From an optimization exercise on the open Yosys and OpenROAD flow, aimed at small area, a short achievable clock period and few clock cycles per item; shortcuts taken in it are not production practice. Function was checked by simulation only, so behaviour that the tests miss may differ from the original. Power is estimated from default activity; no workload was simulated.

## flow/design.v (module list and top-level ports; edited modules follow where they fit)
// module rda_g_nand2: 3 lines
// module rda_g_nor2: 3 lines
// module rda_g_xor2: 3 lines
// module rda_g_xnor2: 3 lines
// module rda_g_inv: 3 lines
// module rda_g_majn: 3 lines
// module rda_g_aoi21: 3 lines
// module rda_g_oai21: 3 lines
// module rda_prefix_stage: 1027 lines
// module rda_carry_resolve: 388 lines
// module rda_core: 45 lines
// module rda_hold_mux: 17 lines
// module rda_result_buffer: 104 lines
// module rda_out_reg: 28 lines
// module rda_out_mux: 14 lines
// module rda_top: 39 lines
module rda_top (
	input  logic        clk,
	input  logic        rst,
	input  logic [63:0] req_a,
	input  logic [63:0] req_b,
	input  logic        req_cin,
	input  logic        req_valid,
	output logic        req_credit,
	output logic [64:0] rsp_sum,
	output logic        rsp_valid,
	input  logic        rsp_credit
);
  // ...
==> flow/flow/run.sh <==
#!/bin/bash
# Layout flow: the standard synthesis and ORFS flow, with the port buffers
# made from plain buffers (buf_2, resized later by timing repair) instead of the
# delay cells buffer_ports picks by default.
set -euo pipefail
cd "$(dirname "$0")/.."
bash standard.sh synth > synth.log 2>&1
bash standard.sh "BUFFER_PORTS_ARGS=-buffer_cell sky130_fd_sc_hd__buf_2" finish > layout.log 2>&1
test -f out/final.def
==> flow/standard.sh <==
#!/bin/bash
# synth_recipe.tcl (not shown) runs the flow's synth.tcl, then flattens the netlist and writes it again
# the make line also repeats each setting of config.mk as NAME=value (left out here)
make -C /OpenROAD-flow-scripts/flow DESIGN_CONFIG=/design/flow/config.mk WORK_HOME=/design/flow/orfs CLKGATE_MAP_FILE= SYNTH_SCRIPT=/design/flow/synth_recipe.tcl "${@:-finish}"
==> flow/config.mk <==
export PLATFORM = sky130hd
export DESIGN_NAME = rda_top
export DESIGN_NICKNAME = rda_top
export VERILOG_FILES = /design/flow/design.v
export SDC_FILE = /design/flow/constraint.sdc
export NUM_CORES = 4
export LEC_CHECK = 0
export CAP_MARGIN = 20
export CORE_MARGIN = 2
export CORE_UTILIZATION = 40
export CTS_CLUSTER_DIAMETER = 80
export CTS_CLUSTER_SIZE = 30
export SETUP_SLACK_MARGIN = 1.75
export SLEW_MARGIN = 20
export SYNTH_HIERARCHICAL = 1
==> flow/constraint.sdc <==
create_clock -name core_clock -period 3.6 [get_ports {clk}]
set_input_delay 0.7200 -clock core_clock [delete_from_list [all_inputs] [get_ports {clk}]]
set_output_delay 0.7200 -clock core_clock [all_outputs]
set_load 0.01 [all_outputs]
==> results_dict.tcl, run 1 <==
set metrics [dict create \
    status "complete, no violations" \
    intPower_uw 11100 \
    grt_use_met1 0.245 \
    drt_iter0_markers 1303 \
    critPathLaunch "u_buffer.u_out.rsp_sum[15]" \
    num-nonclk-inverters 84 \
    power-top-group "sequential cells" \
    report.final.slew_viol_count 0 \
    met1_length_mm 24.4 \
    area_growth_pct 15.4 \
    setup_slack_ps 1780 \
    highest_layer "met4" \
    wire_per_inst_microns 18.8 \
    cts_buffers 28 \
    timing.final.crit_period_ps 1820 \
    via_count 15286 \
    reg_top3 "u_buffer.mem: 390 flops, u_core.hold_q: 71 flops, u_buffer.u_out.rsp_sum: 65 flops" \
    hold_slack_ps 427 \
    worstPathCellList "buf_6" \
    routed_wirelength_mm 55.4 \
    synth_warnings 11 \
    num-nets-final 2292 \
    rows 88 \
    final_area_sq_mm 0.0268 \
    critPathBufInv 1 \
    min_period_over_period 0.504 \
    n_sequential_cell 565 \
    ctsHoldBuffers 0 \
    critical_path_required_ps 2880 \
    ir_worst_vdd_uv 329 \
    cts_buffer_depth 3 \
    regArea_sq_mm 0.0154 \
    power.leakage_uw 0.00994 \
    synth.avg_cell_area_sq_um 11.8 \
]
Testbench counts, summed over its fixed seeds: cycles 16,024, items 16,000.
==> module rda_out_mux, before the edit <==
module rda_out_mux #(
	parameter int N = 7
) (
	input  logic [N-1:0] sel,
	input  logic [65*(N-1)-1:0] src,
	input  logic [64:0] hold,
	output logic [64:0] d
);
	always_comb begin
		d = sel[N-1] ? hold : '0;
		for (int k = 0; k < N - 1; k++)
			d = d | ({65{sel[k]}} & src[65*k +: 65]);
	end
endmodule
==> run 2, diff against run 1 <==
--- a/flow/design.v
+++ b/flow/design.v
@@ -1642,12 +1642,22 @@
 	input  logic [64:0] hold,
 	output logic [64:0] d
 );
-	always_comb begin
-		d = sel[N-1] ? hold : '0;
-		for (int k = 0; k < N - 1; k++)
-			d = d | ({65{sel[k]}} & src[65*k +: 65]);
+	for (genvar i = 0; i < 65; i++) begin : g_bit
+		logic t0, t1, t2;
+		rda_g_aoi222 u_t0 (.a0(sel[0]), .a1(src[i]), .b0(sel[1]), .b1(src[65 + i]),
+			.c0(sel[2]), .c1(src[130 + i]), .y(t0));
+		rda_g_aoi222 u_t1 (.a0(sel[3]), .a1(src[195 + i]), .b0(sel[4]), .b1(src[260 + i]),
+			.c0(sel[5]), .c1(src[325 + i]), .y(t1));
+		rda_g_nand2 u_t2 (.a(sel[6]), .b(hold[i]), .y(t2));
+		rda_g_nand3 u_d (.a(t0), .b(t1), .c(t2), .y(d[i]));
 	end
 endmodule
+module rda_g_aoi222 (input logic a0, a1, b0, b1, c0, c1, output logic y);
+	assign y = ~((a0 & a1) | (b0 & b1) | (c0 & c1));
+endmodule
+module rda_g_nand3 (input logic a, b, c, output logic y);
+	assign y = ~(a & b & c);
+endmodule
 `timescale 1ns/1ps
 module rda_top (
 	input  logic        clk,
==> flow/flow/run.sh (replaced) <==
#!/bin/bash
# Layout flow: the standard synthesis and ORFS flow, with the port buffers
# made from plain buffers (buf_1, resized later by timing repair) instead of the
# delay cells buffer_ports picks by default.
set -euo pipefail
cd "$(dirname "$0")/.."
bash standard.sh synth > synth.log 2>&1
bash standard.sh "BUFFER_PORTS_ARGS=-buffer_cell sky130_fd_sc_hd__buf_1" finish > layout.log 2>&1
test -f out/final.def
--- a/flow/config.mk
+++ b/flow/config.mk
@@ -10,6 +10,6 @@
 export CORE_UTILIZATION = 40
 export CTS_CLUSTER_DIAMETER = 80
 export CTS_CLUSTER_SIZE = 30
-export SETUP_SLACK_MARGIN = 1.75
+export SETUP_SLACK_MARGIN = 1.82
 export SLEW_MARGIN = 20
 export SYNTH_HIERARCHICAL = 1
==> run 2 against run 1 <==
Cell count is 0.10% higher. Area after synthesis is 1.7% lower. Clock power is 13% lower. Combinational power is 14% higher. Register-to-register slack better by 90 ps. Non-clock buffer count is 19 higher. Flip-flop and latch count stayed put. Die area is 1.7% lower. Power is 0.78% lower. Largest cell class unchanged. Highest routed layer unchanged.
==> results_dict.tcl, run 2 <==
set metrics [dict create \
    status "complete, no violations" \
    remaining_drc_errors 0 \
    setup-violations-final 0 \
    pwr-share-comb 0.217 \
    worstSetupStartpointType "flop" \
    synth_warnings 10 \
    first_pass_iters 6 \
    setup_tns_ps 0 \
    largest_reg_flops 390 \
    timing.final.crit_period_ps 1810 \
    power.leakage_uw 0.00981 \
    arrival_ps 1090 \
    wire_per_inst_microns 18.6 \
    p_seq_frac 0.566 \
    r2r_slack_ps 1880 \
    switching_share 0.293 \
    vias_per_cell 5.23 \
    synth_nets 2053 \
    ios 200 \
    die_h_microns 243 \
    hold_path_class "reg2reg" \
    filler_cell_count 5045 \
    die_width_microns 243 \
    routed_wirelength_mm 54.8 \
    root_buffer "clkbuf_16" \
    ctsHoldBuffers 0 \
    p_switching_uw 4590 \
    intPower_uw 11100 \
    cp_max_fo 2 \
    rows 87 \
    worstPathCellList "buf_6" \
    htreeDepth 1 \
    place.gp.congestion 0.817 \
    grt_pass1_wl_mm 83.4 \
    die-area_sq_mm 0.0590 \
    cts.sinks 565 \
    grt_usage 0.179 \
    p_clk_frac 0.217 \
    final_cell_mix "461 x nand2_1, 390 x edfxtp_1, 158 x nor2_1, 130 x a222oi_1, 130 x buf_1" \
    grt_pass1_vias 15223 \
    final_area_sq_mm 0.0271 \
    tritoncts "built" \
    post-place-cells 2867 \
    layout_commonest_cell "nand2_1" \
    reg_top3 "u_buffer.mem: 390 flops, u_core.hold_q: 71 flops, u_buffer.u_out.rsp_sum: 65 flops" \
    ir_worst_vdd_uv 362 \
    drive_gt1_frac 0.204 \
    antenna_found_initial 0 \
    slowest_delay_ps 390 \
    final_antenna_net_count 0 \
    critical_path_required_ps 2880 \
    regMostFlops "u_buffer.mem" \
    io_buffers 199 \
    area_growth_pct 18.6 \
    overflow 0 \
    finalHoldViolCount 0 \
    num-nets-final 2308 \
    critPathBufInv 1 \
    multi_input_area_sq_mm 0.00786 \
    fmax_mhz 554 \
    end_kind "primary output" \
    skew_ps 26.0 \
    p_per_area_mw_per_mm2 579 \
    initial_core_util 0.405 \
    cts_buffer_depth 3 \
    cp_top_family "flip-flops" \
    regArea_sq_mm 0.0154 \
    critPathSlowestCell "dfxtp_4" \
    max_slew_margin 0.252 \
    syn_area_sq_mm 0.0228 \
    critPathLaunch "u_buffer.u_out.rsp_sum[26]" \
    place_area_sq_mm 0.0249 \
    synth.avg_cell_area_sq_um 11.9 \
    hold_slack_ps 458 \
    layoutNonFillerInstCount 2945 \
    n_antenna_cell 0 \
    reg2regPathDepth 6 \
    cap_violations 0 \
    tightestPinTransition_ps 1120 \
    min_period_over_period 0.502 \
    netlist_instances 1916 \
    crit_type "reg2out" \
    dp_hpwl_mm 32.9 \
    grt_max_degree 66 \
    critPathCapture "rsp_sum[26]" \
    rsz0062_at_grt "true" \
    via_count 15408 \
    cts_buffers 25 \
    insertion_delay_ps 580 \
    core_area_sq_mm 0.0564 \
    reg2reg_from "u_buffer.valid_q" \
    total_power_uw 15700 \
    reg2reg_to "u_buffer.sel_q[6]" \
    drt_iter0_markers 1466 \
    report.final.slew_viol_count 0 \
    cp.depth 1 \
    clkSlewWorstSetupHoldPaths_ps 120 \
]
## run 2: cell count changes in the layout (fill, tap and decap cells not counted), sizes merged
cell / delta
clkinvlp: -1
buf: +17
nand2: +65
a222oi: +65
inv: -4
a22oi: -130
clkbuf: +3
clkinv: -3
## run 2: layout make-up
cell class / count / area share
Clock inverter: 9 / 0.00407
Multi-Input combinational cell: 1237 / 0.290
Tap cell: 756 / 0.0350
Sequential cell: 565 / 0.568
Timing Repair Buffer: 258 / 0.0652
Inverter: 84 / 0.0122
Clock buffer: 36 / 0.0250
## run 2: how the worst min path moves through the flow
stage / cells past startpoint / slack [ps] / from / to
floorplan: 2 / 420 / u_core.hold_q[66] / u_core.hold_q[66]
global placement: 2 / 430 / u_core.hold_q[69] / u_core.hold_q[69]
detailed placement: 2 / 440 / u_core.hold_q[69] / u_core.hold_q[69]
CTS: 2 / 460 / u_core.hold_q[69] / u_core.hold_q[69]
global route: 2 / 470 / u_core.hold_q[66] / u_core.hold_q[66]
finish: 2 / 460 / u_core.hold_q[67] / u_core.hold_q[67]
## run 2: power groups by stage
stage / clock (uW) / combinational [uW] / sequential [uW]
after floorplan: 0 / 1580 / 8700
after global placement: 0 / 2620 / 8770
after detailed placement: 0 / 2680 / 8800
after CTS: 3490 / 3320 / 8860
after global routing: 3710 / 3730 / 8970
final: 3400 / 3400 / 8850
## run 2: layer usage
layer	vias to the layer above	part of all wire	GRT usage
li1	7411	-	-
met1	7535	0.42	0.234
met2	407	0.50	0.318
met3	55	0.057	0.0233
met4	0	0.019	0.0392
met5	-	0	0
## run 2: repair_timing
| item | 4_1_cts | 5_1_grt |
|---|---|---|
| endpoints found under the setup margin | 312 | 321 |
| gates resized for setup | 294 | 40 |
| pin swaps | 17 | 10 |
| setup buffers | 13 | 19 |
## run 2: metrics by stage
step / setup WS [ps] / util
after floorplan: 1620 / -
after global placement: 1140 / 0.442
after detailed placement: 1130 / 0.442
after CTS: 1770 / 0.474
after global routing: 1750 / 0.480
final: 1790 / 0.480
Testbench counts of run 2, summed over its fixed seeds: cycles 16,024, items 16,000.
==> run 3, diff against run 2 <==
--- a/flow/config.mk
+++ b/flow/config.mk
@@ -10,6 +10,6 @@
 export CORE_UTILIZATION = 40
 export CTS_CLUSTER_DIAMETER = 80
 export CTS_CLUSTER_SIZE = 30
-export SETUP_SLACK_MARGIN = 1.82
+export SETUP_SLACK_MARGIN = 1.7
 export SLEW_MARGIN = 20
 export SYNTH_HIERARCHICAL = 1
==> run 3 against run 2 <==
Combinational power is 17% lower. Still clean. Power is 3.0% lower. Maximum frequency decreased by 2.8%. Clock-buffer cell count down 2. Core utilization fell by 1.8 points. Worst hold slack lost 14 ps. Critical endpoint is now rsp_sum[20]. Flip-flop and latch count stayed put. Synthesized cell count unchanged.
==> results_dict.tcl, run 3 <==
set metrics [dict create \
    dp_hpwl_mm 33.0 \
    fmax_mhz 538 \
    die-area_sq_mm 0.0590 \
    post-place-ws_ps 1040 \
    cts_buffer_depth 3 \
    final_cell_mix "467 x nand2_1, 390 x edfxtp_1, 186 x nor2_1, 139 x buf_1, 130 x a222oi_1" \
    synth_warnings 10 \
    reg2reg_from "u_buffer.valid_q" \
    remaining_drc_errors 0 \
    vias_per_cell 5.22 \
    grt_pass1_wl_mm 82.2 \
    num-nets-final 2282 \
    first_pass_iters 6 \
    clkSlewWorstSetupHoldPaths_ps 110 \
    layout_commonest_cell "nand2_1" \
    synth_nets 2053 \
    final_util 0.462 \
    slowest_delay_ps 390 \
    via_count 15263 \
    min_period_over_period 0.516 \
    cts.sinks 565 \
    p_per_area_mw_per_mm2 583 \
    tritoncts "built" \
    worstSetupStartpointType "flop" \
    filler_cell_count 5205 \
    end_kind "primary output" \
    netlist_instances 1916 \
    routed_wirelength_mm 53.8 \
    finalHoldViolCount 0 \
    setup_tns_ps 0 \
    grt_util_met3 0.0271 \
    cap_violations 0 \
    wire_per_inst_microns 18.4 \
    arrival_ps 1140 \
    crit_type "reg2out" \
    place.gp.congestion 0.817 \
    rows 87 \
    critPathSlowestCell "dfxtp_4" \
    drt_iter0_markers 1399 \
    skew_ps 28.0 \
    die_h_microns 243 \
    critical_path_required_ps 2880 \
    initial_core_util 0.405 \
    tightestPinTransition_ps 1010 \
    hold_path_class "in2reg" \
    rsz0062_at_grt "false" \
    grt_usage 0.176 \
    grt_pass1_vias 14909 \
    regMostFlops "u_buffer.mem" \
    cp_top_family "flip-flops" \
    syn_area_sq_mm 0.0228 \
    worstPathCellList "buf_2" \
    area_growth_pct 14.2 \
    status "complete, no violations" \
    min_from "req_b[16]" \
    critPathLaunch "u_buffer.u_out.rsp_sum[20]" \
    grtUsageMet2 0.303 \
    n_antenna_cell 0 \
    final_antenna_net_count 0 \
    synth.avg_cell_area_sq_um 11.9 \
    report.final.slew_viol_count 0 \
    ios 200 \
    drive_gt1_frac 0.135 \
    place_area_sq_mm 0.0247 \
    insertion_delay_ps 600 \
    overflow 0 \
    core_area_sq_mm 0.0564 \
    grt_max_degree 57 \
    setup-violations-final 0 \
    timing.final.crit_period_ps 1860 \
    cp_max_fo 2 \
    final_area_sq_mm 0.0261 \
    die_width_microns 243 \
    largest_reg_flops 390 \
    critPathBufInv 1 \
    htreeDepth 1 \
    grt_use_met1 0.239 \
    power.leakage_uw 0.00948 \
    busiest_layer "met2" \
    root_buffer "clkbuf_16" \
    antenna_found_initial 1 \
    reg_top3 "u_buffer.mem: 390 flops, u_core.hold_q: 71 flops, u_buffer.u_out.rsp_sum: 65 flops" \
    setup_slack_ps 1740 \
    max_slew_margin 0.326 \
    io_buffers 199 \
    cts_buffers 27 \
    ir_worst_vdd_uv 480 \
]
-- run 3: cell type report --
cell class	instances	area, sq um	area share
inverters	84	324	0.0124
repair buffers	230	1180	0.0452
well taps	756	946	0.0363
multi-input cells	1237	7370	0.283
clock inverters	16	223	0.00855
flip-flops and latches	565	15300	0.588
clock buffers	34	702	0.0269
-- run 3: worst paths after layout --
path	endpoint	slack (ps)	depth (start not counted)
worst max register to register	u_buffer.sel_q[6]	1810	6
worst min register to register	u_core.hold_q[69]	450	2
worst max-delay path	rsp_sum[20]	1740	1
worst min-delay path	u_core.hold_q[16]	440	4
-- run 3: report_power, final --
part	switching (uW)	internal [uW]	total [uW]
combinational	1710	1100	2810
sequential	701	7980	8680
clock	2150	1550	3700
-- run 3: what timing repair did --
item,in CTS,in global routing
endpoints found under the hold margin,0,0
pin swaps,1,6
gates resized for setup,75,76
hold buffers,0,0
setup endpoints to repair,278,258
setup buffers,4,2
-- run 3: metal layers --
layer / vias up / share of wire
met4: 2 / 0.016
met3: 47 / 0.066
met1: 7435 / 0.43
met2: 409 / 0.48
met5: - / 0.00024
li1: 7370 / -
-- run 3: per-stage QoR --
stage               hold WS [ps]  instances  total power (uW)
floorplan                    416       1916             10200
global placement             431       2866             11400
detailed placement           437       2866             11400
CTS                          423       2920             15200
global route                 465       2922             16000
finish                       444       2922             15200
==> run 4, diff against run 3 <==
--- a/flow/config.mk
+++ b/flow/config.mk
@@ -7,9 +7,9 @@
 export LEC_CHECK = 0
 export CAP_MARGIN = 20
 export CORE_MARGIN = 2
-export CORE_UTILIZATION = 40
+export CORE_UTILIZATION = 50
 export CTS_CLUSTER_DIAMETER = 80
 export CTS_CLUSTER_SIZE = 30
-export SETUP_SLACK_MARGIN = 1.7
+export SETUP_SLACK_MARGIN = 1.75
 export SLEW_MARGIN = 20
 export SYNTH_HIERARCHICAL = 1
==> run 4 against run 3 <==
Still clean on timing, DRC and antenna. Power down 0.38%. Area after synthesis unchanged. Critical path depth unchanged. Maximum frequency rose by 2.3%. Clock-buffer cell count rose by 2. First-iteration DRC count increased by 0.21%. Combinational power is 4% higher. Wire length shrank 3.8%. Sequential power down 0.6%. Die area fell by 20%. Setup slack gained 42 ps. Core utilization rose by 11 points.
==> results_dict.tcl, run 4 <==
set metrics [dict create \
    area_growth_pct 13.8 \
    crit_type "reg2out" \
    grt_max_degree 66 \
    netlist_instances 1916 \
    cap_violations 0 \
    tightestPinTransition_ps 1040 \
    wire_per_inst_microns 18.7 \
    root_buffer "clkbuf_16" \
    ir_worst_vdd_uv 360 \
    grt_pass1_vias 14585 \
    reg_top3 "u_buffer.mem: 390 flops, u_core.hold_q: 71 flops, u_buffer.u_out.rsp_sum: 65 flops" \
    place_area_sq_mm 0.0245 \
    grt_pass1_wl_mm 79.7 \
    timing.final.crit_period_ps 1820 \
    ios 200 \
    min_period_over_period 0.504 \
    drt_iter0_markers 1402 \
    setup_tns_ps 0 \
    reg2reg_to "u_buffer.mem[0][56]" \
    syn_area_sq_mm 0.0228 \
    critPathBufInv 1 \
    status "complete, no violations" \
    cts_buffers 26 \
    antenna_found_initial 0 \
    power.leakage_uw 0.00952 \
    initial_core_util 0.505 \
    rsz0062_at_grt "true" \
    rows 78 \
    r2r_slack_ps 1800 \
    setup-violations-final 0 \
    remaining_drc_errors 0 \
    reg2regPathDepth 6 \
    filler_cell_count 3848 \
    min_from "u_core.hold_q[69]" \
    max_slew_margin 0.310 \
    clkSlewWorstSetupHoldPaths_ps 100 \
    worstPathCellList "buf_2" \
    die-area_sq_mm 0.0474 \
    slowest_delay_ps 370 \
    n_antenna_cell 0 \
    skew_ps 22.5 \
    cts_buffer_depth 3 \
    arrival_ps 1100 \
    reg2reg_from "u_core.hold_q[68]" \
    die_width_microns 218 \
    vias_per_cell 5.49 \
    cp_top_family "flip-flops" \
    htreeDepth 1 \
    routed_wirelength_mm 51.7 \
    end_kind "primary output" \
    cts.sinks 565 \
    tritoncts "built" \
    holdPathStages 2 \
    io_buffers 199 \
    critical_path_required_ps 2880 \
    ctsHoldBuffers 0 \
    p_per_area_mw_per_mm2 583 \
    cp_max_fo 2 \
    finalHoldViolCount 0 \
    dp_hpwl_mm 31.1 \
    final_antenna_net_count 0 \
    place.gp.congestion 0.789 \
    die_h_microns 218 \
    via_count 15204 \
    layout_commonest_cell "nand2_1" \
    final_cell_mix "467 x nand2_1, 390 x edfxtp_1, 182 x nor2_1, 134 x buf_1, 130 x a222oi_1" \
    regMostFlops "u_buffer.mem" \
    synth_nets 2053 \
    synth.avg_cell_area_sq_um 11.9 \
    num-nets-final 2285 \
    core_area_sq_mm 0.0452 \
    final_area_sq_mm 0.0260 \
    first_pass_iters 8 \
    fmax_mhz 551 \
    critPathSlowestCell "dfxtp_1" \
    report.final.slew_viol_count 0 \
    worstSetupStartpointType "flop" \
    insertion_delay_ps 590 \
    hold_path_class "reg2reg" \
    drive_gt1_frac 0.149 \
    grt_usage 0.216 \
    largest_reg_flops 390 \
    whs_endpoint "u_core.hold_q[69]" \
    synth_warnings 10 \
    overflow 0 \
]
-- run 4: layer usage --
layer  GRT usage  up-vias  share of wire
met5           0        -              0
met4      0.0365        0          0.011
met3      0.0232       48          0.058
met2       0.383      396           0.50
met1       0.290     7396           0.43
li1            -     7364              -
-- run 4: worst max path at each step --
stage | cells after the start | end | start
floorplan | 10 | u_core.hold_q[12] | req_cin
global placement | 6 | u_buffer.mem[4][63] | u_core.hold_q[64]
detailed placement | 6 | u_buffer.mem[5][63] | u_core.hold_q[64]
CTS | 1 | rsp_sum[19] | u_buffer.u_out.rsp_sum[19]
global route | 6 | u_buffer.mem[0][50] | u_core.hold_q[68]
finish | 1 | rsp_sum[6] | u_buffer.u_out.rsp_sum[6]
-- run 4: power breakdown --
part	switching, uW	internal (uW)	total, uW	leakage, uW
clock	2070	1530	3600	0.000428
combinational	1720	1190	2910	0.00406
sequential	652	7970	8630	0.00503
total	4440	10700	15100	0.00952
-- run 4: timing repair --
item	in CTS	in global routing
buffers inserted	2	6
gates cloned	0	0
setup endpoints to repair	257	239
pin swaps	2	14
hold endpoints to repair	0	0
gates resized for setup	99	90
-- run 4: per-stage QoR --
stage	setup WS (ps)	hold WS, ps	util	std cells	power, uW
global placement	1220	433	0.541	2712	11300
floorplan	1620	416	-	1916	10200
finish	1780	452	0.574	2768	15100
global route	1700	464	0.574	2768	15900
CTS	1750	441	0.568	2762	15100
detailed placement	1120	439	0.541	2712	11400
-- run 4: layout make-up --
class / count / area [sq um] / share of cell area
Sequential cell: 565 / 15300 / 0.590
Multi-Input combinational cell: 1237 / 7460 / 0.287
Timing Repair Buffer: 234 / 1220 / 0.0471
Tap cell: 600 / 751 / 0.0289
Clock buffer: 36 / 731 / 0.0282
Inverter: 84 / 328 / 0.0126
Clock inverter: 12 / 150 / 0.00579
==> run 5, diff against run 4 <==
--- a/flow/config.mk
+++ b/flow/config.mk
@@ -7,9 +7,10 @@
 export LEC_CHECK = 0
 export CAP_MARGIN = 20
 export CORE_MARGIN = 2
-export CORE_UTILIZATION = 50
+export CORE_UTILIZATION = 40
 export CTS_CLUSTER_DIAMETER = 80
 export CTS_CLUSTER_SIZE = 30
+export PLACE_DENSITY = 0.7
 export SETUP_SLACK_MARGIN = 1.75
 export SLEW_MARGIN = 20
 export SYNTH_HIERARCHICAL = 1
==> run 5 against run 4 <==
Final area grew 0.92%. Area after synthesis stayed put. Clock-buffer cell count shrank 2. First-iteration DRC count rose by 14%. Critical path depth unchanged. Wire length grew 3.3%. Sequential share of layout area fell by 0.42 points. Non-clock buffer count shrank 7. Still clean. Via count up 1.2%.
==> results_dict.tcl, run 5 <==
set metrics [dict create \
    die-area_sq_mm 0.0590 \
    crit_type "reg2out" \
    n_antenna_cell 0 \
    root_buffer "clkbuf_16" \
    netlist_instances 1916 \
    htreeDepth 1 \
    rows 87 \
    holdPathStages 2 \
    tritoncts "built" \
    num-nets-final 2278 \
    end_kind "primary output" \
    whs_endpoint "u_core.hold_q[66]" \
    grt_max_degree 72 \
    reg2reg_to "u_buffer.mem[2][27]" \
    intPower_uw 10800 \
    skew_ps 19.8 \
    reg2regPathDepth 1 \
    vias_per_cell 5.27 \
    critPathSlowestCell "dfxtp_4" \
    dp_hpwl_mm 32.0 \
    min_from "u_core.hold_q[66]" \
    worstPathCellList "buf_6" \
    grt_pass1_vias 15154 \
    synth_warnings 10 \
    antenna_found_initial 0 \
    fmax_mhz 550 \
    initial_core_util 0.405 \
    r2r_slack_ps 1850 \
    grt_pass1_wl_mm 82.5 \
    pwr-share-comb 0.193 \
    final_util 0.465 \
    finalHoldViolCount 0 \
    largest_reg_flops 390 \
    switching_share 0.295 \
    setup_tns_ps 0 \
    p_seq_frac 0.573 \
    cts_buffers 26 \
    status "complete, no violations" \
    rsz0062_at_grt "true" \
    p_per_area_mw_per_mm2 584 \
    critical_path_required_ps 2880 \
    tightestPinTransition_ps 1040 \
    arrival_ps 1100 \
    cp_max_fo 2 \
    cts.sinks 565 \
    reg2reg_from "u_buffer.we_q[2]" \
    layout_commonest_cell "nand2_1" \
    final_cell_mix "467 x nand2_1, 390 x edfxtp_1, 185 x nor2_1, 133 x buf_1, 130 x a222oi_1" \
    io_buffers 199 \
    ios 200 \
    cap_violations 0 \
    power.leakage_uw 0.00952 \
    p_switching_uw 4510 \
    slowest_delay_ps 400 \
    critPathBufInv 1 \
    synth_nets 2053 \
    core_area_sq_mm 0.0564 \
    remaining_drc_errors 0 \
    report.final.slew_viol_count 0 \
    hold_path_class "reg2reg" \
    setup-violations-final 0 \
    cp_top_family "flip-flops" \
    syn_area_sq_mm 0.0228 \
    min_period_over_period 0.505 \
    timing.final.crit_period_ps 1820 \
    area_growth_pct 14.8 \
    routed_wirelength_mm 53.4 \
    via_count 15382 \
    max_slew_margin 0.307 \
    insertion_delay_ps 600 \
    worstSetupStartpointType "flop" \
    drt_iter0_markers 1595 \
    overflow 0 \
    cts_buffer_depth 3 \
    drive_gt1_frac 0.149 \
    reg_top3 "u_buffer.mem: 390 flops, u_core.hold_q: 71 flops, u_buffer.u_out.rsp_sum: 65 flops" \
    ir_worst_vdd_uv 368 \
    wire_per_inst_microns 18.3 \
    die_width_microns 243 \
    ctsHoldBuffers 0 \
    first_pass_iters 8 \
    synth.avg_cell_area_sq_um 11.9 \
    place.gp.congestion 0.838 \
    p_clk_frac 0.234 \
    final_antenna_net_count 0 \
    regMostFlops "u_buffer.mem" \
    clkSlewWorstSetupHoldPaths_ps 100 \
    grt_usage 0.175 \
    die_h_microns 243 \
]
-- run 5: stage by stage --
step	cells	hold WS [ps]	instance area (sq um)	worst slack [ps]	total power, uW
floorplan	1916	416	22900	1620	10200
global placement	2857	434	24600	1170	11300
detailed placement	2857	436	24600	1130	11400
CTS	2913	452	25900	1740	15300
global route	2917	483	26200	1730	16000
finish	2917	451	26200	1780	15300
-- run 5: final cells by class --
cell class	count	area, sq um
fillers	5104	30200
flip-flops and latches	565	15300
multi-input cells	1237	7440
repair buffers	227	1250
well taps	756	946
clock buffers	34	727
inverters	84	327
clock inverters	14	158
-- run 5: power groups by stage --
stage / clock (uW) / combinational (uW) / sequential, uW
floorplan: 0 / 1540 / 8700
global placement: 0 / 2520 / 8770
detailed placement: 0 / 2600 / 8800
CTS: 3670 / 2880 / 8730
global route: 3900 / 3270 / 8860
finish: 3580 / 2960 / 8760
-- run 5: layer usage --
layer	share of wire	global-route usage	routed length, microns
met4	0.025	0.0440	1320
met5	0	0	0
met2	0.49	0.303	25900
met3	0.057	0.0226	3070
met1	0.43	0.234	23100
-- run 5: how the worst max path moves through the flow --
| stage | to | cells past startpoint | startpoint | slack, ps |
|---|---|---|---|---|
| after global routing | u_buffer.mem[2][63] | 7 | u_core.hold_q[48] | 1730 |
| after floorplan | u_core.hold_q[12] | 10 | req_cin | 1620 |
| after CTS | u_buffer.mem[2][58] | 6 | u_core.hold_q[49] | 1740 |
| after global placement | u_core.hold_q[12] | 11 | req_a[0] | 1170 |
| final | rsp_sum[20] | 1 | u_buffer.u_out.rsp_sum[20] | 1780 |
| after detailed placement | u_core.hold_q[12] | 11 | req_a[0] | 1130 |
-- run 5: what timing repair did --
item,CTS,global route
setup endpoints to repair,270,265
hold endpoints to repair,0,0
buffers inserted,8,4
resized for setup,153,64
pin swaps,6,7
==> run 6, diff against run 5 <==
--- a/flow/config.mk
+++ b/flow/config.mk
@@ -10,7 +10,7 @@
 export CORE_UTILIZATION = 40
 export CTS_CLUSTER_DIAMETER = 80
 export CTS_CLUSTER_SIZE = 30
-export PLACE_DENSITY = 0.7
+export GPL_TIMING_DRIVEN = 0
 export SETUP_SLACK_MARGIN = 1.75
 export SLEW_MARGIN = 20
 export SYNTH_HIERARCHICAL = 1
==> run 6 against run 5 <==
Still clean. Power down 0.84%. Worst hold slack worse by 4.3 ps. Wire length down 1.4%. Core utilization grew 0.69 points. Critical path depth rose by 1. Highest routed layer unchanged.
==> results_dict.tcl, run 6 <==
set metrics [dict create \
    reg2regPathDepth 8 \
    critical_path_required_ps 2880 \
    ios 200 \
    remaining_drc_errors 0 \
    grt_pass1_wl_mm 81.8 \
    final_util 0.471 \
    place.gp.congestion 0.804 \
    die_h_microns 243 \
    via_count 15276 \
    routed_wirelength_mm 52.6 \
    synth.avg_cell_area_sq_um 11.9 \
    final_area_sq_mm 0.0266 \
    arrival_ps 1120 \
    vias_per_cell 5.19 \
    dp_hpwl_mm 33.1 \
    power.leakage_uw 0.00972 \
    clkSlewWorstSetupHoldPaths_ps 110 \
    grt_max_degree 40 \
    core_area_sq_mm 0.0564 \
    io_buffers 199 \
    final_cell_mix "466 x nand2_1, 390 x edfxtp_1, 183 x nor2_1, 135 x dfxtp_1, 133 x buf_1" \
    grt_pass1_vias 15041 \
    num-nets-final 2307 \
    cts.sinks 565 \
    ctsHoldBuffers 0 \
    skew_ps 18.0 \
    ir_worst_vdd_uv 382 \
    end_kind "primary output" \
    tightestPinTransition_ps 666 \
    timing.final.crit_period_ps 1840 \
    synth_warnings 10 \
    slowest_delay_ps 340 \
    worst_path_most_repeated_cell "buf_6" \
    max_slew_margin 0.556 \
    area_growth_pct 16.5 \
    die-area_sq_mm 0.0590 \
    fmax_mhz 542 \
    cp_top_family "flip-flops" \
    die_width_microns 243 \
    cp_max_fo 2 \
    cts_buffers 25 \
    netlist_instances 1916 \
    drt_iter0_markers 1236 \
    place_area_sq_mm 0.0250 \
    reg_top3 "u_buffer.mem: 390 flops, u_core.hold_q: 71 flops, u_buffer.u_out.rsp_sum: 65 flops" \
    setup-violations-final 0 \
    post-place-cells 2887 \
    cap_violations 0 \
    insertion_delay_ps 580 \
    worstPathCellList "buf_6 > buf_6" \
    critPathSlowestCell "dfxtp_2" \
    first_pass_iters 6 \
    layoutNonFillerInstCount 2944 \
    holdPathStages 2 \
    grt_usage 0.173 \
    report.final.slew_viol_count 0 \
    finalHoldViolCount 0 \
    root_buffer "clkbuf_16" \
    drive_gt1_frac 0.154 \
    initial_core_util 0.405 \
    rows 87 \
    syn_area_sq_mm 0.0228 \
    largest_reg_flops 390 \
    regMostFlops "u_buffer.mem" \
    cts_buffer_depth 3 \
    min_period_over_period 0.512 \
    hold_path_class "reg2reg" \
    overflow 0 \
    p_per_area_mw_per_mm2 571 \
    cp.depth 2 \
    tritoncts "built" \
    rsz0062_at_grt "true" \
    htreeDepth 1 \
    worstSetupStartpointType "flop" \
    wire_per_inst_microns 17.9 \
    layout_commonest_cell "nand2_1" \
    critPathBufInv 2 \
    antenna_found_initial 0 \
    n_antenna_cell 0 \
    status "complete, no violations" \
    final_antenna_net_count 0 \
    crit_type "reg2out" \
    synth_nets 2053 \
]
run 6: layer usage:
metal | up-vias | share of wire | track usage
li1 | 7416 | - | -
met1 | 7487 | 0.44 | 0.233
met2 | 328 | 0.49 | 0.301
met3 | 45 | 0.054 | 0.0274
met4 | 0 | 0.016 | 0.0294
met5 | - | 0 | 0
run 6: path summary, 6_finish.rpt:
check                           end                startpoint  slack (ps)
hold reg to reg   u_core.hold_q[66]         u_core.hold_q[66]         450
hold / removal    u_core.hold_q[66]         u_core.hold_q[66]         450
setup / recovery          rsp_valid  u_buffer.u_out.rsp_valid        1760
setup reg to reg  u_buffer.sel_q[6]          u_core.sum_valid        1820
run 6: repair_timing:
item                                    in CTS  in global routing
endpoints found under the setup margin     352                238
cloned                                       1                  1
pin swaps                                    6                 16
resized for setup                          107                 81
hold endpoints to repair                     0                  0
setup buffers                                7                  3
run 6: cell type report:
| cell class | count | area [sq um] |
|---|---|---|
| Fill cell | 5169 | 29800 |
| Inverter | 84 | 327 |
| Buffer | 30 | 223 |
| Clock inverter | 12 | 165 |
| Tap cell | 756 | 946 |
| Timing Repair inverter | 1 | 7.51 |
| Clock buffer | 33 | 677 |
| Sequential cell | 565 | 15300 |
| Multi-Input combinational cell | 1237 | 7580 |
| Timing Repair Buffer | 226 | 1360 |
run 6: tightest hold or removal path: cells and delay by family (launching register included):
family	cells	cell delay [ps]
flip-flops	1	330
AND/OR/NAND/NOR	2	90
run 6: metrics by stage:
stage	setup WS [ps]	TNS, ps	total power [uW]	hold WS, ps
5_1_grt	1710	0	15900	458
3_5_place_dp	576	0	11500	433
3_3_place_gp	-3170	-230540	11400	428
4_1_cts	1680	0	15200	448
2_1_floorplan	1620	0	10200	416
6_report	1760	0	15200	446
run 6: power by group:
group          total, uW  switching, uW  internal (uW)
sequential          8540            594           7950
combinational       3100           1830           1270
clock               3540           1990           1540
total              15200           4420          10800
==> run 7, diff against run 6 <==
--- a/flow/config.mk
+++ b/flow/config.mk
@@ -10,7 +10,7 @@
 export CORE_UTILIZATION = 40
 export CTS_CLUSTER_DIAMETER = 80
 export CTS_CLUSTER_SIZE = 30
-export GPL_TIMING_DRIVEN = 0
 export SETUP_SLACK_MARGIN = 1.75
 export SLEW_MARGIN = 20
 export SYNTH_HIERARCHICAL = 1
+export TNS_END_PERCENT = 10
==> run 7 against run 6 <==
Still clean on timing, DRC and antenna. Maximum frequency shrank 4.0%. Core utilization shrank 1.1 points. Die area is the same. Wire length grew 3.0%. First-iteration DRC count grew 25%. Worst hold slack gained 9.6 ps. Synthesized cell count is the same. Clock skew grew 1.9 ps. Combinational power shrank 13%. Flip-flop and latch count is the same. Critical endpoint is now rsp_sum[27]. Register-to-register slack lost 100 ps.
==> results_dict.tcl, run 7 <==
set metrics [dict create \
    wire_per_inst_microns 18.5 \
    insertion_delay_ps 600 \
    total_power_uw 15100 \
    hold_path_class "reg2reg" \
    ctsHoldBuffers 0 \
    wl_met2_mm 26.4 \
    n_antenna_cell 0 \
    drt_iter0_markers 1542 \
    ir_worst_vdd_uv 398 \
    area_growth_pct 13.8 \
    finalHoldViolCount 0 \
    setup_tns_ps 0 \
    met1_length_mm 24.0 \
    min_period_over_period 0.534 \
    syn_area_sq_mm 0.0228 \
    intPower_uw 10500 \
    cts_buffer_depth 3 \
    largest_reg_flops 390 \
    critPathSlowestCell "dfxtp_1" \
    dp_hpwl_mm 33.4 \
    grt_pass1_wl_mm 83.4 \
    die_h_microns 243 \
    cts_buffers 27 \
    die-area_sq_mm 0.0590 \
    grt_usage 0.178 \
    ios 200 \
    cp_top_family "flip-flops" \
    end_kind "primary output" \
    initial_core_util 0.405 \
    place_area_sq_mm 0.0247 \
    place.gp.congestion 0.816 \
    cts.sinks 565 \
    p_clk_frac 0.246 \
    regMostFlops "u_buffer.mem" \
    routed_wirelength_mm 54.2 \
    cp.depth 1 \
    highest_layer "met4" \
    num-nets-final 2289 \
    critPathLaunch "u_buffer.u_out.rsp_sum[27]" \
    root_buffer "clkbuf_16" \
    core_area_sq_mm 0.0564 \
    report.final.slew_viol_count 0 \
    rsz0062_at_grt "true" \
    final_area_sq_mm 0.0260 \
    switching_share 0.303 \
    dr_wl_met3_mm 2.91 \
    synth_warnings 10 \
    critical_path_required_ps 2880 \
    timing.final.crit_period_ps 1920 \
    grt_max_degree 66 \
    p_seq_frac 0.574 \
    final_antenna_net_count 0 \
    critPathBufInv 1 \
    reg2regPathDepth 6 \
    p_per_area_mw_per_mm2 582 \
    setup-violations-final 0 \
    first_pass_iters 8 \
    remaining_drc_errors 0 \
    die_width_microns 243 \
    synth.avg_cell_area_sq_um 11.9 \
    power.leakage_uw 0.00932 \
    antenna_found_initial 1 \
    skew_ps 19.9 \
    pwr-share-comb 0.180 \
    fmax_mhz 520 \
    reg2reg_from "u_buffer.valid_q" \
    cap_violations 0 \
    worstPathCellList "buf_1" \
    overflow 0 \
    final_cell_mix "468 x nand2_1, 390 x edfxtp_1, 188 x buf_1, 180 x nor2_1, 144 x dfxtp_1" \
    min_from "u_core.hold_q[69]" \
    worstSetupStartpointType "flop" \
    synth_nets 2053 \
    tightestPinTransition_ps 1060 \
    drive_gt1_frac 0.113 \
    max_slew_margin 0.295 \
    cp_max_fo 2 \
    rows 87 \
    reg_top3 "u_buffer.mem: 390 flops, u_core.hold_q: 71 flops, u_buffer.u_out.rsp_sum: 65 flops" \
    slowest_delay_ps 370 \
    filler_cell_count 5222 \
    crit_type "reg2out" \
    p_switching_uw 4570 \
    tritoncts "built" \
    grt_pass1_vias 15031 \
    via_count 15450 \
    hold_slack_ps 456 \
    clkSlewWorstSetupHoldPaths_ps 110 \
    htreeDepth 1 \
    arrival_ps 1200 \
    vias_per_cell 5.27 \
    netlist_instances 1916 \
    io_buffers 199 \
    holdPathStages 2 \
    final_util 0.460 \
    status "complete, no violations" \
    layout_commonest_cell "nand2_1" \
]
==> run 7: worst min-delay path, cell delays in order, from the launching register on <==
cell     delay, ps
dfxtp_1        330
nand2_1         50
nand2_1         40
==> run 7: stage by stage <==
stage,std cells,worst slack [ps]
after CTS,2929,1680
final,2929,1680
after floorplan,1916,1480
after detailed placement,2872,1090
after global routing,2929,1610
after global placement,2872,1140
==> run 7: power groups by stage <==
stage	clock network [uW]	registers (uW)	logic [uW]
2_1_floorplan	0	8700	1540
3_3_place_gp	0	8760	2590
3_5_place_dp	0	8790	2650
4_1_cts	3810	8670	2740
5_1_grt	4030	8760	3040
6_report	3720	8660	2710
==> run 7: what timing repair did <==
item / CTS / global route
gates resized for setup: 65 / 12
setup endpoints to repair: 351 / 283
pin swaps: 7 / 5
buffers inserted: 6 / 0
cloned: 1 / 0
==> run 7: final cells by class <==
class	count	area [sq um]	share of cell area
tap	756	946	0.0364
clock inverter	14	181	0.00699
multi-input combinational	1237	7390	0.285
sequential	565	15300	0.588
timing repair buffer	237	1100	0.0425
inverter	84	324	0.0125
clock buffer	36	741	0.0285
==> run 7: worst paths after layout <==
check,endpoint,slack (ps)
worst max-delay path,rsp_sum[27],1680
worst min-delay path,u_core.hold_q[69],460
worst max register to register,u_buffer.sel_q[6],1720
worst min register to register,u_core.hold_q[69],460
==> run 7: layer usage <==
layer / GRT usage / vias up
li1: - / 7378
met4: 0.0336 / 0
met1: 0.241 / 7637
met3: 0.0241 / 44
met2: 0.309 / 391
met5: 0 / -
==> run 8, diff against run 7 <==
--- a/flow/config.mk
+++ b/flow/config.mk
@@ -13,4 +13,3 @@
 export SETUP_SLACK_MARGIN = 1.75
 export SLEW_MARGIN = 20
 export SYNTH_HIERARCHICAL = 1
-export TNS_END_PERCENT = 10
==> run 8 against run 7 <==
Combinational power grew 7%. Largest cell class unchanged. Critical path depth is the same. Area after synthesis is the same. Power grew 1.7%. Setup slack gained 110 ps. Core utilization grew 0.61 points. Cell count grew 0.10%. Sequential power grew 1%. Clock power is essentially flat. Wire length grew 1.2%. Non-clock buffer count grew 5.
==> results_dict.tcl, run 8 <==
set metrics [dict create \
    io_buffers 199 \
    place.gp.congestion 0.813 \
    drt_iter0_markers 1555 \
    finalHoldViolCount 0 \
    wire_per_inst_microns 18.7 \
    clkSlewWorstSetupHoldPaths_ps 110 \
    rows 87 \
    p_per_area_mw_per_mm2 584 \
    remaining_drc_errors 0 \
    die_h_microns 243 \
    cp.depth 1 \
    holdPathStages 2 \
    intPower_uw 10800 \
    dp_hpwl_mm 34.2 \
    synth.avg_cell_area_sq_um 11.9 \
    setup-violations-final 0 \
    netlist_instances 1916 \
    post-place-cells 2870 \
    area_growth_pct 15.3 \
    post-place-ws_ps 972 \
    pwr-share-comb 0.188 \
    grt_max_degree 66 \
    final_antenna_net_count 0 \
    status "complete, no violations" \
    via_count 15347 \
    die_width_microns 243 \
    overflow 0 \
    insertion_delay_ps 580 \
    cp_max_fo 2 \
    synth_warnings 10 \
    setup_slack_ps 1780 \
    timing.final.crit_period_ps 1820 \
    cts_buffers 26 \
    critPathBufInv 1 \
    ir_worst_vdd_uv 335 \
    layoutNonFillerInstCount 2932 \
    ios 200 \
    routed_wirelength_mm 54.9 \
    max_slew_margin 0.255 \
    report.final.slew_viol_count 0 \
    fmax_mhz 550 \
    cap_violations 0 \
    synth_nets 2053 \
    num-nets-final 2293 \
    hold_slack_ps 445 \
    wl_met2_mm 27.0 \
    worstPathCellList "buf_6" \
    cts_buffer_depth 3 \
    end_kind "primary output" \
    final_cell_mix "466 x nand2_1, 390 x edfxtp_1, 181 x nor2_1, 132 x buf_1, 130 x a222oi_1" \
    highest_layer "met5" \
    tightestPinTransition_ps 1120 \
    switching_share 0.294 \
    ctsHoldBuffers 0 \
    cts.sinks 565 \
    p_seq_frac 0.571 \
    antenna_found_initial 1 \
    htreeDepth 1 \
    tritoncts "built" \
    p_clk_frac 0.241 \
    dr_wl_met3_mm 3.39 \
    power.leakage_uw 0.00960 \
    drive_gt1_frac 0.160 \
    grt_pass1_vias 15375 \
    vias_per_cell 5.23 \
    p_switching_uw 4510 \
    reg_top3 "u_buffer.mem: 390 flops, u_core.hold_q: 71 flops, u_buffer.u_out.rsp_sum: 65 flops" \
    core_area_sq_mm 0.0564 \
    skew_ps 16.4 \
    met1_length_mm 23.4 \
    regMostFlops "u_buffer.mem" \
    initial_core_util 0.405 \
    filler_cell_count 5198 \
    largest_reg_flops 390 \
    final_util 0.467 \
    slowest_delay_ps 400 \
    arrival_ps 1100 \
    rsz0062_at_grt "false" \
    first_pass_iters 8 \
    die-area_sq_mm 0.0590 \
    worstSetupStartpointType "flop" \
    crit_type "reg2out" \
    layout_commonest_cell "nand2_1" \
    n_antenna_cell 0 \
    grt_pass1_wl_mm 84.3 \
    hold_path_class "reg2reg" \
    critPathSlowestCell "dfxtp_4" \
    min_period_over_period 0.505 \
    grt_usage 0.180 \
    setup_tns_ps 0 \
    reg2regPathDepth 6 \
    root_buffer "clkbuf_16" \
    critical_path_required_ps 2880 \
    cp_top_family "flip-flops" \
    syn_area_sq_mm 0.0228 \
]
==> run 8: cell types whose count changed in the layout (fill, tap and decap cells not counted), moves of 10 or more <==
| cell | delta |
|---|---|
| dfxtp_4 | +12 |
| buf_2 | +23 |
| buf_4 | +15 |
| clkbuf_2 | +10 |
| dfxtp_1 | -37 |
| buf_6 | +15 |
| dfxtp_2 | +25 |
| buf_1 | -56 |
==> run 8: layout make-up <==
class	count	area, sq um	share of cell area
Sequential cell	565	15300	0.583
Multi-Input combinational cell	1237	7460	0.284
Timing Repair Buffer	242	1300	0.0494
Tap cell	756	946	0.0360
Clock buffer	35	748	0.0284
Inverter	84	327	0.0124
Clock inverter	13	173	0.00656
==> run 8: final timing paths <==
kind	startpoint	endpoint	slack, ps
min reg2reg	u_core.hold_q[69]	u_core.hold_q[69]	450
min	u_core.hold_q[69]	u_core.hold_q[69]	450
max reg2reg	u_core.hold_q[64]	u_buffer.mem[5][61]	1830
max	u_buffer.u_out.rsp_sum[16]	rsp_sum[16]	1780
==> run 8: repair_timing <==
| action | CTS | global route |
|---|---|---|
| setup endpoints to repair | 286 | 282 |
| pin swaps | 6 | 12 |
| setup buffers | 6 | 8 |
| gates resized for setup | 137 | 80 |
==> run 8: metrics by stage <==
step                      instance area, sq um  power [uW]
after floorplan                          22900       10200
after global placement                   24700       11300
after detailed placement                 24700       11400
after CTS                                26000       15300
after global routing                     26300       16100
final                                    26300       15400
==> run 8: layer usage <==
metal  global-route usage  vias to the layer above
met2                0.318                      413
met3               0.0237                       67
met4               0.0372                        2
met5                    0                        -
li1                     -                     7381
met1                0.238                     7484
==> run 8: power groups by stage <==
stage	Clock (uW)	Combinational, uW	Sequential, uW
floorplan	0	1540	8700
global placement	0	2530	8810
detailed placement	0	2580	8830
CTS	3790	2790	8760
global route	4010	3220	8890
finish	3700	2890	8780
==> run 8: worst register-to-register path: stages (launching register included) <==
cell     delay [ps]
dfxtp_4         390
a21oi_2          60
buf_4           190
o21ai_4         330
buf_4           170
nand2_1          90
xnor2_2         330
==> run 9, diff against run 8 <==
--- a/flow/config.mk
+++ b/flow/config.mk
@@ -13,3 +13,4 @@
 export SETUP_SLACK_MARGIN = 1.75
 export SLEW_MARGIN = 20
 export SYNTH_HIERARCHICAL = 1
+export TNS_END_PERCENT = 30
==> run 9 against run 8 <==
Still clean on timing, DRC and antenna. First-iteration DRC count shrank 3.4%. Synthesized cell count is the same. Via count shrank 0.18%. Register-to-register slack lost 60 ps. Critical endpoint unchanged.
==> results_dict.tcl, run 9 <==
set metrics [dict create \
    status "complete, no violations" \
    reg2reg_from "u_buffer.valid_q" \
    root_buffer "clkbuf_16" \
    wire_per_inst_microns 18.4 \
    reg2regPathDepth 7 \
    end_kind "primary output" \
    first_pass_iters 6 \
    crit_type "reg2out" \
    worstPathCellList "buf_1" \
    synth_warnings 10 \
    critPathLaunch "u_buffer.u_out.rsp_sum[16]" \
    max_slew_margin 0.315 \
    synth.avg_cell_area_sq_um 11.9 \
    layout_commonest_cell "nand2_1" \
    synth_nets 2053 \
    routed_wirelength_mm 53.8 \
    reg_top3 "u_buffer.mem: 390 flops, u_core.hold_q: 71 flops, u_buffer.u_out.rsp_sum: 65 flops" \
    cts.sinks 565 \
    overflow 0 \
    finalHoldViolCount 0 \
    dp_hpwl_mm 33.3 \
    arrival_ps 1210 \
    cts_buffers 26 \
    grt_pass1_vias 15145 \
    cp_top_family "flip-flops" \
    drt_iter0_markers 1502 \
    slowest_delay_ps 450 \
    rows 87 \
    report.final.slew_viol_count 0 \
    critPathBufInv 1 \
    hold_path_class "reg2reg" \
    insertion_delay_ps 580 \
    die-area_sq_mm 0.0590 \
    cp.depth 1 \
    place.gp.congestion 0.835 \
    holdPathStages 2 \
    setup_slack_ps 1670 \
    skew_ps 23.9 \
    syn_area_sq_mm 0.0228 \
    place_area_sq_mm 0.0247 \
    reg2reg_to "u_buffer.sel_q[3]" \
    power.leakage_uw 0.00928 \
    via_count 15319 \
    drive_gt1_frac 0.101 \
    ir_worst_vdd_uv 346 \
    cap_violations 0 \
    ctsHoldBuffers 0 \
    die_width_microns 243 \
    largest_reg_flops 390 \
    grt_usage 0.178 \
    grt_max_degree 66 \
    ios 200 \
    tightestPinTransition_ps 1030 \
    regMostFlops "u_buffer.mem" \
    rsz0062_at_grt "true" \
    final_area_sq_mm 0.0259 \
    final_cell_mix "466 x nand2_1, 390 x edfxtp_1, 197 x buf_1, 185 x nor2_1, 153 x dfxtp_1" \
    core_area_sq_mm 0.0564 \
    tritoncts "built" \
    cts_buffer_depth 3 \
    setup_tns_ps 0 \
    setup-violations-final 0 \
    p_per_area_mw_per_mm2 578 \
    num-nets-final 2283 \
    critical_path_required_ps 2880 \
    fmax_mhz 518 \
    vias_per_cell 5.24 \
    netlist_instances 1916 \
    initial_core_util 0.405 \
    cp_max_fo 2 \
    io_buffers 199 \
    final_util 0.459 \
    htreeDepth 1 \
    clkSlewWorstSetupHoldPaths_ps 110 \
    n_antenna_cell 0 \
    critPathCapture "rsp_sum[16]" \
    remaining_drc_errors 0 \
    final_antenna_net_count 0 \
    critPathSlowestCell "dfxtp_1" \
    die_h_microns 243 \
    area_growth_pct 13.4 \
    antenna_found_initial 0 \
    timing.final.crit_period_ps 1930 \
    post-place-ws_ps 1170 \
    min_period_over_period 0.536 \
    grt_pass1_wl_mm 83.3 \
    r2r_slack_ps 1770 \
    worstSetupStartpointType "flop" \
]
-- run 9: cell types whose count changed in the layout (fill, tap and decap cells not counted), sizes merged --
cell / before / now
buf: 231 / 230
bufinv: 1 / 0
clkbuf: 46 / 38
clkinvlp: 1 / 2
inv: 90 / 88
-- run 9: worst min-delay path by stage --
stage          slack [ps]                          to           startpoint
4_1_cts               460           u_core.hold_q[16]            req_a[16]
6_report              450  u_buffer.u_out.rsp_sum[47]  u_buffer.mem[4][47]
2_1_floorplan         420           u_core.hold_q[66]    u_core.hold_q[66]
3_3_place_gp          440           u_core.hold_q[31]    u_core.hold_q[31]
5_1_grt               480           u_core.hold_q[16]            req_a[16]
3_5_place_dp          440           u_core.hold_q[31]    u_core.hold_q[31]
-- run 9: routing by layer --
layer | wire length [microns] | vias to the layer above | GRT usage | share of wire
li1 | - | 7366 | - | -
met1 | 23700 | 7530 | 0.241 | 0.44
met2 | 26200 | 370 | 0.308 | 0.49
met3 | 2910 | 53 | 0.0197 | 0.054
met4 | 911 | 0 | 0.0355 | 0.017
met5 | 0 | - | 0 | 0
-- run 9: power breakdown --
group | internal [uW] | switching, uW
Combinational | 991 | 1710
Sequential | 7920 | 686
Clock | 1560 | 2070
Total | 10500 | 4460
-- run 9: through the flow --
stage | power, uW | instances | hold slack (ps)
6_report | 14900 | 2921 | 454
5_1_grt | 15700 | 2921 | 480
4_1_cts | 15100 | 2918 | 457
3_5_place_dp | 11400 | 2870 | 443
3_3_place_gp | 11300 | 2870 | 438
2_1_floorplan | 10200 | 1916 | 416
-- run 9: repair_timing --
item	4_1_cts	5_1_grt
endpoints found under the hold margin	0	0
resized for setup	24	32
buffers inserted	1	3
setup endpoints to repair	315	313
pin swaps	2	8
-- run 9: area by class of cell --
| type | count | area (sq um) |
|---|---|---|
| clock buffers | 36 | 752 |
| clock inverters | 11 | 144 |
| fillers | 5241 | 30500 |
| inverters | 84 | 330 |
| multi-input cells | 1237 | 7390 |
| flip-flops and latches | 565 | 15300 |
| well taps | 756 | 946 |
| repair buffers | 232 | 1040 |
==> run 10, diff against run 9 <==
--- a/flow/config.mk
+++ b/flow/config.mk
@@ -8,9 +8,8 @@
 export CAP_MARGIN = 20
 export CORE_MARGIN = 2
 export CORE_UTILIZATION = 40
-export CTS_CLUSTER_DIAMETER = 80
+export CTS_CLUSTER_DIAMETER = 60
 export CTS_CLUSTER_SIZE = 30
 export SETUP_SLACK_MARGIN = 1.75
 export SLEW_MARGIN = 20
 export SYNTH_HIERARCHICAL = 1
-export TNS_END_PERCENT = 30
==> run 10 against run 9 <==
Global-route usage is 0.62 points higher. Power rose by 9.8%. Worst hold slack got worse by 10 ps.
==> results_dict.tcl, run 10 <==
set metrics [dict create \
    initial_core_util 0.405 \
    io_buffers 199 \
    max_slew_margin 0.247 \
    netlist_instances 1916 \
    tritoncts "built" \
    multi_input_area_sq_mm 0.00746 \
    timing.final.crit_period_ps 1810 \
    grt_max_degree 66 \
    p_per_area_mw_per_mm2 615 \
    final_antenna_net_count 0 \
    reg_top3 "u_buffer.mem: 390 flops, u_core.hold_q: 71 flops, u_buffer.u_out.rsp_sum: 65 flops" \
    insertion_delay_ps 580 \
    first_pass_iters 7 \
    hold_slack_ps 443 \
    wl_met2_mm 27.1 \
    via_count 15494 \
    critical_path_required_ps 2880 \
    layoutNonFillerInstCount 2952 \
    finalHoldViolCount 0 \
    vias_per_cell 5.25 \
    area_growth_pct 17.0 \
    synth_nets 2053 \
    tightestPinTransition_ps 1130 \
    antenna_found_initial 1 \
    htreeDepth 2 \
    cts_buffers 38 \
    die-area_sq_mm 0.0590 \
    cp_top_family "flip-flops" \
    syn_area_sq_mm 0.0228 \
    drt_iter0_markers 1506 \
    highest_layer "met5" \
    remaining_drc_errors 0 \
    status "complete, no violations" \
    place.gp.congestion 0.813 \
    grt_usage 0.184 \
    ir_worst_vdd_uv 341 \
    synth_warnings 10 \
    skew_ps 26.9 \
    slowest_delay_ps 380 \
    rows 87 \
    min_period_over_period 0.504 \
    post-place-cells 2870 \
    power.leakage_uw 0.00978 \
    final_util 0.473 \
    cts_buffer_depth 3 \
    regArea_sq_mm 0.0153 \
    num-nets-final 2304 \
    cts.sinks 565 \
    report.final.slew_viol_count 0 \
    die_h_microns 243 \
    largest_reg_flops 390 \
    end_kind "primary output" \
    hold_path_class "reg2reg" \
    die_width_microns 243 \
    rsz0062_at_grt "false" \
    cap_violations 0 \
    setup-violations-final 0 \
    dp_hpwl_mm 34.2 \
    critPathSlowestCell "dfxtp_2" \
    layout_commonest_cell "nand2_1" \
    filler_cell_count 5170 \
    worstSetupStartpointType "flop" \
    crit_type "reg2out" \
    grt_pass1_wl_mm 85.3 \
    overflow 0 \
    worstPathCellList "buf_2" \
    n_antenna_cell 0 \
    synth.avg_cell_area_sq_um 11.9 \
    setup_tns_ps 0 \
    wire_per_inst_microns 18.7 \
    ios 200 \
    root_buffer "clkbuf_16" \
    dr_wl_met3_mm 3.33 \
    core_area_sq_mm 0.0564 \
    critPathBufInv 1 \
    drive_gt1_frac 0.158 \
    routed_wirelength_mm 55.3 \
    arrival_ps 1090 \
    grt_pass1_vias 15536 \
    fmax_mhz 551 \
    regMostFlops "u_buffer.mem" \
    ctsHoldBuffers 0 \
    final_cell_mix "466 x nand2_1, 390 x edfxtp_1, 185 x nor2_1, 139 x buf_1, 130 x a222oi_1" \
    met1_length_mm 23.8 \
    clkSlewWorstSetupHoldPaths_ps 90 \
    cp_max_fo 2 \
]
run 10: per-layer routing:
metal,vias to the layer above,GRT usage
met4,2,0.0428
met2,405,0.319
li1,7429,-
met3,75,0.0316
met1,7583,0.240
met5,-,0
run 10: final timing paths:
kind,from,endpoint,slack (ps),cells past startpoint
max,u_buffer.u_out.rsp_sum[48],rsp_sum[48],1790,1
min,u_core.hold_q[69],u_core.hold_q[69],440,2
max reg2reg,u_core.sum_valid,u_buffer.sel_q[6],1840,7
min reg2reg,u_core.hold_q[69],u_core.hold_q[69],440,2
run 10: layout make-up:
class / count / share of cell area
repair buffers: 241 / 0.0463
well taps: 756 / 0.0354
clock buffers: 43 / 0.0387
inverters: 84 / 0.0121
clock inverters: 26 / 0.0138
multi-input cells: 1237 / 0.279
flip-flops and latches: 565 / 0.574
run 10: repair_timing:
action	CTS	global route
resized for setup	120	61
setup buffers	4	9
setup endpoints to repair	269	235
pin swaps	4	10
run 10: where the power goes:
| part | internal [uW] | switching [uW] |
|---|---|---|
| combinational | 1160 | 1670 |
| sequential | 7990 | 769 |
| clock | 2480 | 2350 |
| total | 11600 | 4780 |
run 10: worst reg2reg max path: cells and delay by family, from the launching register on:
| kind | cells | cell delay (ps) |
|---|---|---|
| buffers and inverters | 2 | 180 |
| AOI/OAI and AO/OA | 2 | 250 |
| and+or+nand+nor | 2 | 530 |
| adders and majority gates | 1 | 320 |
| DFF | 1 | 360 |
run 10: through the flow:
step / setup slack [ps] / cell area (sq um) / total power (uW)
floorplan: 1620 / 22900 / 10200
global placement: 1050 / 24700 / 11300
detailed placement: 972 / 24700 / 11400
CTS: 1750 / 26400 / 16500
global route: 1740 / 26700 / 17200
finish: 1790 / 26700 / 16400
==> run 11, diff against run 10 <==
--- a/flow/config.mk
+++ b/flow/config.mk
@@ -8,8 +8,8 @@
 export CAP_MARGIN = 20
 export CORE_MARGIN = 2
 export CORE_UTILIZATION = 40
-export CTS_CLUSTER_DIAMETER = 60
-export CTS_CLUSTER_SIZE = 30
+export CTS_CLUSTER_DIAMETER = 70
+export CTS_CLUSTER_SIZE = 24
 export SETUP_SLACK_MARGIN = 1.75
 export SLEW_MARGIN = 20
 export SYNTH_HIERARCHICAL = 1
==> run 11 against run 10 <==
Still clean on timing, DRC and antenna. Critical path depth is the same. Wire length shrank 0.20%. Setup slack gained 3.4 ps. Clock power shrank 9.1%. Synthesized cell count is the same. Cell count shrank 0.14%. Clock-buffer cell count grew 2. First-iteration DRC count shrank 1.3%. Sequential power is essentially flat. Final area shrank 0.66%. Via count shrank 0.25%.
==> results_dict.tcl, run 11 <==
set metrics [dict create \
    die_h_microns 243 \
    min_period_over_period 0.503 \
    die_width_microns 243 \
    setup_tns_ps 0 \
    critPathBufInv 1 \
    ios 200 \
    end_kind "primary output" \
    cts_buffer_depth 3 \
    tritoncts "built" \
    largest_reg_flops 390 \
    status "complete, no violations" \
    insertion_delay_ps 570 \
    rsz0062_at_grt "false" \
    power.leakage_uw 0.00968 \
    critical_path_required_ps 2880 \
    num-nets-final 2303 \
    dp_hpwl_mm 34.2 \
    hold_path_class "reg2reg" \
    cp_max_fo 2 \
    max_slew_margin 0.252 \
    tightestPinTransition_ps 1120 \
    syn_area_sq_mm 0.0228 \
    grt_max_degree 66 \
    cap_violations 0 \
    routed_wirelength_mm 55.2 \
    synth_nets 2053 \
    cts_buffers 35 \
    crit_type "reg2out" \
    critPathSlowestCell "dfxtp_2" \
    overflow 0 \
    fmax_mhz 552 \
    grt_pass1_vias 15419 \
    reg_top3 "u_buffer.mem: 390 flops, u_core.hold_q: 71 flops, u_buffer.u_out.rsp_sum: 65 flops" \
    core_area_sq_mm 0.0564 \
    synth_warnings 10 \
    n_antenna_cell 0 \
    place.gp.congestion 0.813 \
    io_buffers 199 \
    htreeDepth 2 \
    grt_pass1_wl_mm 84.7 \
    final_util 0.470 \
    timing.final.crit_period_ps 1810 \
    remaining_drc_errors 0 \
    cp_top_family "flip-flops" \
    drive_gt1_frac 0.149 \
    wire_per_inst_microns 18.7 \
    root_buffer "clkbuf_16" \
    first_pass_iters 7 \
    worstPathCellList "buf_2" \
    antenna_found_initial 2 \
    slowest_delay_ps 380 \
    layout_commonest_cell "nand2_1" \
    synth.avg_cell_area_sq_um 11.9 \
    finalHoldViolCount 0 \
    report.final.slew_viol_count 0 \
    worstSetupStartpointType "flop" \
    final_antenna_net_count 0 \
    grt_usage 0.183 \
    ctsHoldBuffers 0 \
    cts.sinks 565 \
    die-area_sq_mm 0.0590 \
    rows 87 \
    initial_core_util 0.405 \
    regMostFlops "u_buffer.mem" \
    ir_worst_vdd_uv 292 \
    netlist_instances 1916 \
    via_count 15456 \
    setup-violations-final 0 \
    p_per_area_mw_per_mm2 600 \
    vias_per_cell 5.24 \
    skew_ps 24.6 \
    arrival_ps 1090 \
    drt_iter0_markers 1486 \
    area_growth_pct 16.2 \
    final_cell_mix "466 x nand2_1, 390 x edfxtp_1, 182 x nor2_1, 149 x buf_1, 130 x a222oi_1" \
    clkSlewWorstSetupHoldPaths_ps 100 \
]
-- run 11: final cells by class --
class / instances / area (sq um)
Clock buffer: 45 / 976
Fill cell: 5172 / 29900
Timing Repair Buffer: 243 / 1200
Sequential cell: 565 / 15300
Inverter: 84 / 327
Clock inverter: 18 / 228
Tap cell: 756 / 946
Multi-Input combinational cell: 1237 / 7520
-- run 11: layer usage --
layer / vias to the layer above / wire length [microns] / part of all wire / global-route usage
met1: 7576 / 23900 / 0.43 / 0.239
met5: - / 13 / 0.00024 / 0
met3: 70 / 3050 / 0.055 / 0.0265
met2: 392 / 27000 / 0.49 / 0.317
met4: 2 / 1210 / 0.022 / 0.0496
li1: 7416 / - / - / -
-- run 11: what timing repair did --
action | in CTS | in global routing
buffers inserted | 6 | 9
hold endpoints to repair | 0 | 0
gates resized for setup | 105 | 56
setup endpoints to repair | 268 | 264
gates cloned | 0 | 0
pin swaps | 6 | 12
-- run 11: per-stage QoR --
step	setup WS, ps	power [uW]	hold slack (ps)	area, sq um	instances
floorplan	1620	10200	416	22900	1916
global placement	1050	11300	429	24700	2870
detailed placement	972	11400	433	24700	2870
CTS	1750	16000	447	26200	2939
global route	1740	16700	465	26500	2948
finish	1790	15900	445	26500	2948
-- run 11: power by group --
part / internal, uW / switching [uW] / total (uW)
logic: 1110 / 1660 / 2780
clock network: 2160 / 2230 / 4390
registers: 7970 / 772 / 8750
-- run 11: worst paths after layout --
path	slack, ps	depth (start not counted)	endpoint	start
max	1790	1	rsp_sum[50]	u_buffer.u_out.rsp_sum[50]
min	440	2	u_core.hold_q[69]	u_core.hold_q[69]
max reg2reg	1840	7	u_buffer.mem[1][49]	u_core.hold_q[64]
min reg2reg	440	2	u_core.hold_q[69]	u_core.hold_q[69]

[static timing again, ports no longer ideal]
How much do the figures lean on ideal ports? The routed layouts below were timed once more, with nothing changed but the port constraints.
Step 1 (the two cells are an assumption about what drives the block):
set clk [get_ports {clk}]
set_driving_cell -lib_cell sky130_fd_sc_hd__clkbuf_16 $clk
set_driving_cell -lib_cell sky130_fd_sc_hd__buf_2 [delete_from_list [all_inputs] $clk]
Step 2, shift: input delay + t, output delay - t, t = (earliest + latest rising clock arrival at the registers) / 2. This alone moves slack from input paths to output paths.
Slacks: ideal ports / drivers / drivers and shift; pairs: ideal ports / drivers.
run	t, ns	setup slack, ns	pins driven straight from the clock port
run 1	0.639	1.784 / 1.731 / 1.295	1
run 2	0.621	1.794 / 1.739 / 1.344	1
run 3	0.645	1.743 / 1.689 / 1.212	1
run 4	0.633	1.785 / 1.731 / 1.261	1
run 5	0.645	1.781 / 1.724 / 1.251	1
run 6	0.625	1.756 / 1.698 / 1.255	1
run 7	0.647	1.678 / 1.620 / 1.153	1
run 8	0.631	1.783 / 1.728 / 1.243	1
run 9	0.627	1.671 / 1.615 / 1.177	1
run 10	0.624	1.786 / 1.728 / 1.254	1
run 11	0.615	1.789 / 1.734 / 1.256	1
After both steps setup and hold are still met in every run listed. For run 8, which loses most, drivers alone change the setup slack by -0.055 ns; drivers and shift together by -0.540 ns.
